This design comes from an exercise in tuning for a short achievable clock period and few clock cycles per item on the open sky130 flow, not from production work.
RTL that was checked went through simulation tests only; none was proved equivalent to the original.
No driver is modelled on the clock port, so clocking that relies on it looks cheaper here than on a real chip.
No activity file was given, so power comes from the tool's default toggle rates.

==> flow/design.v (excerpt) <==
module edge_notify_backoff_logger #(
	parameter int LOG_DEPTH = LOG_DEPTH_DEF
) (
	input  logic                  clk,
	input  logic                  arst_n,
	input  logic                  tick_valid,
	output logic                  tick_ready,
	input  logic [TIME_W-1:0]     tick_time_ms,
	input  logic                  tick_pin_level,
	output logic                  report_valid,
	input  logic                  report_ready,
	output logic                  report_type,
	output logic                  report_push_request,
	output logic                  report_led_state,
	output logic                  report_backoff_ended,
	output logic [CNT_W-1:0]      report_suppressed_count,
	output logic [CNT_W-1:0]      report_overrun_total,
	output logic [TIME_W-1:0]     report_log_time,
	output logic                  report_last,
	input  logic                  cfg_we,
	input  logic [CFG_IDX_W-1:0]  cfg_index,
	input  logic [CFG_DATA_W-1:0] cfg_data
);
export LEC_CHECK = 0
export ABC_CLOCK_PERIOD_IN_PS = 2500
export CAP_MARGIN = 20
export CORE_MARGIN = 2
export CORE_UTILIZATION = 40
export PLACE_DENSITY = 0.6
export SETUP_SLACK_MARGIN = 5
export SLEW_MARGIN = 20
create_clock -name core_clock -period 8.0 [get_ports {clk}]
standard.sh (not shown) runs the stock make flow with config.mk's settings and CLKGATE_MAP_FILE= SYNTH_SCRIPT=/design/flow/synth_recipe.tcl, a recipe that flattens the netlist after the stock synthesis.
==> flow/flow/run.sh <==
#!/bin/bash
set -euo pipefail
bash standard.sh SETUP_SLACK_MARGIN=5.6 finish > standard_finish.log 2>&1
The first run produced a clean layout.
Testbench counts at the start, summed over its fixed seeds: cycles 5,991, ticks 4,800.
Edit:
==> flow/run.sh (new file) <==
#!/bin/bash
# synth_recipe.tcl (not shown) runs the flow's synth.tcl, then flattens the netlist and writes it again
# the make line also repeats each setting of config.mk as NAME=value (left out here)
make -C /OpenROAD-flow-scripts/flow DESIGN_CONFIG=/design/flow/config.mk WORK_HOME=/design/flow/orfs CLKGATE_MAP_FILE= SYNTH_SCRIPT=/design/flow/synth_recipe.tcl finish
CORE_UTILIZATION = 55   (was 40)
CTS_CLUSTER_DIAMETER = 60   (was unset)
CTS_CLUSTER_SIZE = 40   (was unset)
PLACE_DENSITY = 0.7   (was 0.6)
removed: flow/flow/run.sh
removed: flow/standard.sh
- The changed run completed without violations
- total power came out lower by 15%
- die area falls by 27%
- wire length is lower by 14%
- clock power falls by 32%
- non-clock buffer count decreases by 136
- utilization came out higher by 12 points
- global-route usage came out higher by 4.4 points
- setup slack degrades by 0.063 ns
- critical path depth stays the same
- final cell count decreases by 12%
- sequential share of layout area goes up by 5.1 points
Edit:
CORE_UTILIZATION = 40   (was 55)
CTS_CLUSTER_DIAMETER = unset   (was 60)
CTS_CLUSTER_SIZE = unset   (was 40)
PLACE_DENSITY = 0.6   (was 0.7)
Outcome: The changed run passed the timing, DRC and antenna checks; clock skew increases by 0.016 ns; combinational power hardly moves; final area increases by about 3.4%; clock-buffer cell count increases by 70; register-to-register slack gets better by 0.02 ns; cell count increases by 9.8%; global-route usage decreases by 5.5 points; via count increases by about 0.9%.

edge_notify_backoff_logger, a different RTL version from the one above (not shown whole).
Size in the first run: roughly 2,800 cells after synthesis, ~760 flip-flops, ~130 I/O pins.
make LEC_CHECK=0 ABC_CLOCK_PERIOD_IN_PS=2500 CAP_MARGIN=20 CORE_MARGIN=2 CORE_UTILIZATION=40 PLACE_DENSITY=0.6 SETUP_SLACK_MARGIN=5 SLEW_MARGIN=20 finish   # period 8.0 ns
run.sh (not shown) runs the stock make flow with config.mk's settings and CLKGATE_MAP_FILE= SYNTH_SCRIPT=/design/flow/synth_recipe.tcl, a recipe that flattens the netlist after the stock synthesis.
Stock flow here: none of the scripts above is used.
The baseline finished clean.
Testbench counts at the start, summed over its fixed seeds: cycles 5,983, ticks 4,800.
Change:
- ABC_CLOCK_PERIOD_IN_PS: 2500 -> unset
The new run ran to the end with no violations.
Cell area is unchanged.
Power stays the same.
Sequential share of layout area is unchanged.
Maximum frequency does not change.

Another version of the RTL of edge_notify_backoff_logger (not shown whole).
For scale: roughly 950 flip-flops, about 130 I/O pins, ~0.040 sq mm of cells after synthesis.
Design edge_notify_backoff_logger, start of the top module:
module edge_notify_backoff_logger #(
	parameter int LOG_DEPTH = LOG_DEPTH_DEF
) (
	input  logic                  clk,
	input  logic                  arst_n,
	input  logic                  tick_valid,
	output logic                  tick_ready,
	input  logic [TIME_W-1:0]     tick_time_ms,
	input  logic                  tick_pin_level,
	output logic                  report_valid,
	input  logic                  report_ready,
	output logic                  report_type,
	output logic                  report_push_request,
	output logic                  report_led_state,
	output logic                  report_backoff_ended,
	output logic [CNT_W-1:0]      report_suppressed_count,
	output logic [CNT_W-1:0]      report_overrun_total,
	output logic [TIME_W-1:0]     report_log_time,
	output logic                  report_last,
	input  logic                  cfg_we,
	input  logic [CFG_IDX_W-1:0]  cfg_index,
	input  logic [CFG_DATA_W-1:0] cfg_data
);
Settings: LEC_CHECK=0, ABC_CLOCK_PERIOD_IN_PS=2500, CAP_MARGIN=20, CORE_MARGIN=2, CORE_UTILIZATION=58, PLACE_DENSITY=0.75, SETUP_SLACK_MARGIN=5, SLEW_MARGIN=20; clock period 8.0 ns.
standard.sh (not shown) runs the stock make flow with config.mk's settings and CLKGATE_MAP_FILE= SYNTH_SCRIPT=/design/flow/synth_recipe.tcl, a recipe that flattens the netlist after the stock synthesis.
==> flow/flow/run.sh <==
#!/bin/bash
set -euo pipefail
here=$(pwd)
bash standard.sh SETUP_SLACK_MARGIN=5.3 PRE_CTS_TCL="$here/flow/pre_cts.tcl" finish > standard_finish.log 2>&1
==> flow/flow/pre_cts.tcl <==
# Move each flip-flop that drives an output port's buffer next to that
# buffer, then legalize the placement.
set block [ord::get_db_block]
set core [$block getCoreArea]
set cx [expr {([$core xMin] + [$core xMax]) / 2}]
set cy [expr {([$core yMin] + [$core yMax]) / 2}]
set moved 0
foreach bt [$block getBTerms] {
  if {[$bt getIoType] ne "OUTPUT"} { continue }
  set net [$bt getNet]
  if {$net eq "NULL"} { continue }
  set drv "NULL"
  foreach it [$net getITerms] {
    if {[$it isOutputSignal]} { set drv $it }
  }
  if {$drv eq "NULL"} { continue }
  set buf [$drv getInst]
  set in "NULL"
  foreach it [$buf getITerms] {
    if {[$it isInputSignal] && [$it getNet] ne "NULL"} { set in [$it getNet] }
  }
  if {$in eq "NULL"} { continue }
  set fdrv "NULL"
  foreach it [$in getITerms] {
    if {[$it isOutputSignal]} { set fdrv $it }
  }
  if {$fdrv eq "NULL"} { continue }
  set ff [$fdrv getInst]
  if {![[$ff getMaster] isSequential]} { continue }
  # only move a flop whose output feeds just this buffer and little else
  if {[llength [$in getITerms]] > 3} { continue }
  set bb [$buf getBBox]
  set bx [$bb xMin]
  set by [$bb yMin]
  # step from the buffer toward the core centre
  set dx [expr {$cx > $bx ? 1 : -1}]
  set dy [expr {$cy > $by ? 1 : -1}]
  set w [[$ff getMaster] getWidth]
  if {abs($cx - $bx) > abs($cy - $by)} {
    set nx [expr {$bx + $dx * ($w + 1000)}]
    set ny $by
  } else {
    set nx $bx
    set ny [expr {$by + $dy * 5440}]
  }
  $ff setLocation $nx $ny
  incr moved
}
puts "pre_cts: moved $moved output flip-flops next to their port buffers"
detailed_placement
Testbench counts at the start, summed over its fixed seeds: cycles 5,991, ticks 4,800.
Edit:
CORE_UTILIZATION = 46   (was 58)
PLACE_DENSITY = 0.65   (was 0.75)
Result: Fmax barely changes. Via count came out lower by 3.4%. Final area goes up by 1.2%. Sequential share of layout area fell by 0.62 points. Non-clock buffer count drops by 2.
Edit:
CORE_UTILIZATION = 52   (was 46)
PLACE_DENSITY = 0.7   (was 0.65)
=> The changed run passed the timing, DRC and antenna checks; worst hold slack improved by 0.0049 ns; clock skew barely changes; count of clock-buffer cells in the layout went down by 15.

Another version of the RTL of edge_notify_backoff_logger (not shown whole).
For scale: about 950 flip-flops, roughly 130 I/O pins.
export LEC_CHECK = 0
export ABC_CLOCK_PERIOD_IN_PS = 2500
export CAP_MARGIN = 20
export CORE_MARGIN = 2
export CORE_UTILIZATION = 52
export CTS_CLUSTER_DIAMETER = 100
export CTS_CLUSTER_SIZE = 30
export PLACE_DENSITY = 0.7
export SETUP_SLACK_MARGIN = 5
export SLEW_MARGIN = 20
create_clock -name core_clock -period 8.0 [get_ports {clk}]
Scripts as last shown in full above: flow/flow/run.sh, flow/flow/pre_cts.tcl
Then changed:
- CTS_CLUSTER_DIAMETER: 100 -> not set
- CTS_CLUSTER_SIZE: 30 -> not set
Clock power goes up by about 90%.
Via count goes up by about 1.5%.
Critical path depth does not change.
Worst setup slack gets worse by 0.017 ns.
Synthesized area does not change.
Power goes up by about 12%.
Non-clock buffer count goes down by 13.
Hold slack gets worse by 0.0065 ns.
Core utilization goes up by 2.7 points.
Function was not checked in any run of this note: the RTL went through the layout flow alone.

== the previous run ==
edge_notify_backoff_logger, a different RTL version from the one above (not shown whole).
Size in the first run: roughly 2800 cells after synthesis, ~130 I/O pins, about 36000 um2 of cells after synthesis.
clock: 8.0 ns
lec_check: 0
abc_clock_period_in_ps: 2500
cap_margin: 20
core_margin: 2
core_utilization: 52
place_density: 0.7
setup_slack_margin: 5
slew_margin: 20
==> flow/flow/run.sh <==
#!/bin/bash
set -euo pipefail
bash standard.sh SETUP_SLACK_MARGIN=5.8 finish > standard_finish.log 2>&1
The previous run finished end to end and its layout was clean on timing, DRC and antenna.
Testbench counts of the previous run, summed over its fixed seeds: cycles 5,991, ticks 4,800.
Relative to the previous run, the following input files were edited for the current run:
==> flow/flow/run.sh <==
#!/bin/bash
set -euo pipefail
here=$(pwd)
bash standard.sh SETUP_SLACK_MARGIN=5.8 PRE_CTS_TCL="$here/flow/pre_cts.tcl" finish > standard_finish.log 2>&1
==> flow/flow/pre_cts.tcl (new file) <==
# Move each flip-flop that drives an output port's buffer next to that
# buffer, then legalize the placement.
set block [ord::get_db_block]
set core [$block getCoreArea]
set cx [expr {([$core xMin] + [$core xMax]) / 2}]
set cy [expr {([$core yMin] + [$core yMax]) / 2}]
set moved 0
foreach bt [$block getBTerms] {
  if {[$bt getIoType] ne "OUTPUT"} { continue }
  set net [$bt getNet]
  if {$net eq "NULL"} { continue }
  set drv "NULL"
  foreach it [$net getITerms] {
    if {[$it isOutputSignal]} { set drv $it }
  }
  if {$drv eq "NULL"} { continue }
  set buf [$drv getInst]
  set in "NULL"
  foreach it [$buf getITerms] {
    if {[$it isInputSignal] && [$it getNet] ne "NULL"} { set in [$it getNet] }
  }
  if {$in eq "NULL"} { continue }
  set fdrv "NULL"
  foreach it [$in getITerms] {
    if {[$it isOutputSignal]} { set fdrv $it }
  }
  if {$fdrv eq "NULL"} { continue }
  set ff [$fdrv getInst]
  if {![[$ff getMaster] isSequential]} { continue }
  # only move a flop whose output feeds just this buffer and little else
  if {[llength [$in getITerms]] > 3} { continue }
  set bb [$buf getBBox]
  set bx [$bb xMin]
  set by [$bb yMin]
  # step from the buffer toward the core centre
  set dx [expr {$cx > $bx ? 1 : -1}]
  set dy [expr {$cy > $by ? 1 : -1}]
  set w [[$ff getMaster] getWidth]
  if {abs($cx - $bx) > abs($cy - $by)} {
    set nx [expr {$bx + $dx * ($w + 1000)}]
    set ny $by
  } else {
    set nx $bx
    set ny [expr {$by + $dy * 5440}]
  }
  $ff setLocation $nx $ny
  incr moved
}
puts "pre_cts: moved $moved output flip-flops next to their port buffers"
detailed_placement
Findings:
- The current run ends up with a register-to-register slack that is 0.03 ns higher than in the previous run.
- [compare] base=the previous run new=the current run: count of final max-slew check failures stayed essentially flat, post-CTS setup repair buffer count rose by about 26%, cell count rose by 0.41%.
- The lower design internal power came out of the previous run.
- In the metrics for the previous run and the current run, the one carrying the higher final wirelength is the current run.
- Summary: with the previous run as the reference, overall power in the current run moved up slightly.
- NOTE via count the previous run->the current run increased slightly

re-timing with driven ports:
In the flow no input, the clock included, has a driving cell. The finished layouts below were timed again as built, in two steps. Step 1 (the two cells are an assumption about what drives the block):
set clk [get_ports {clk}]
set_driving_cell -lib_cell sky130_fd_sc_hd__clkbuf_16 $clk
set_driving_cell -lib_cell sky130_fd_sc_hd__buf_2 [delete_from_list [all_inputs] $clk]
Step 2 moves the port delays by t, midway between the first and last clock arrival at a register: inputs arrive t later, outputs are due t later. That takes back most of the time a late clock gives input paths. Slacks: ideal ports / drivers / drivers and shift; pairs: ideal ports / drivers.
run | t (ns) | setup WS [ns] | worst setup path at the end | clock arrival spread, ns | worst data-port slew with drivers (ns)
the first run of note 1 | 0.703 | 5.112 / 5.043 / 4.993 | input to register | 0.024 / 0.024 | 0.05
the second run of note 1 | 0.701 | 5.048 / 4.981 / 4.481 | input to register | 0.036 / 0.036 | 0.05
the third run of note 1 | 0.720 | 5.056 / 4.985 / 4.570 | input to register | 0.051 / 0.051 | 0.04
the first run of note 2 | 0.690 | 3.413 / 3.413 / 3.413 | register to register | 0.049 / 0.050 | 0.06
the second run of note 2 | 0.690 | 3.413 / 3.413 / 3.413 | register to register | 0.049 / 0.050 | 0.06
the first run of note 3 | 0.708 | 5.205 / 5.139 / 4.747 | input to register | 0.023 / 0.023 | 0.05
the second run of note 3 | 0.713 | 5.211 / 5.149 / 4.791 | input to register | 0.022 / 0.022 | 0.05
the third run of note 3 | 0.706 | 5.221 / 5.152 / 4.694 | input to register | 0.022 / 0.022 | 0.05
the first run of note 4 | 0.656 | 5.218 / 5.154 / 4.869 | input to register | 0.037 / 0.038 | 0.09
the second run of note 4 | 0.703 | 5.201 / 5.136 / 4.600 | input to register | 0.030 / 0.030 | 0.09
the previous run | 0.692 | 5.141 / 5.074 / 5.064 | input to register | 0.027 / 0.027 | 0.05
the current run | 0.697 | 5.215 / 5.152 / 5.172 | input to register | 0.023 / 0.022 | 0.05
After both steps setup and hold are still met in every run listed. For the second run of note 4, which loses most, drivers alone change the setup slack by -0.065 ns; drivers and shift together by -0.601 ns.
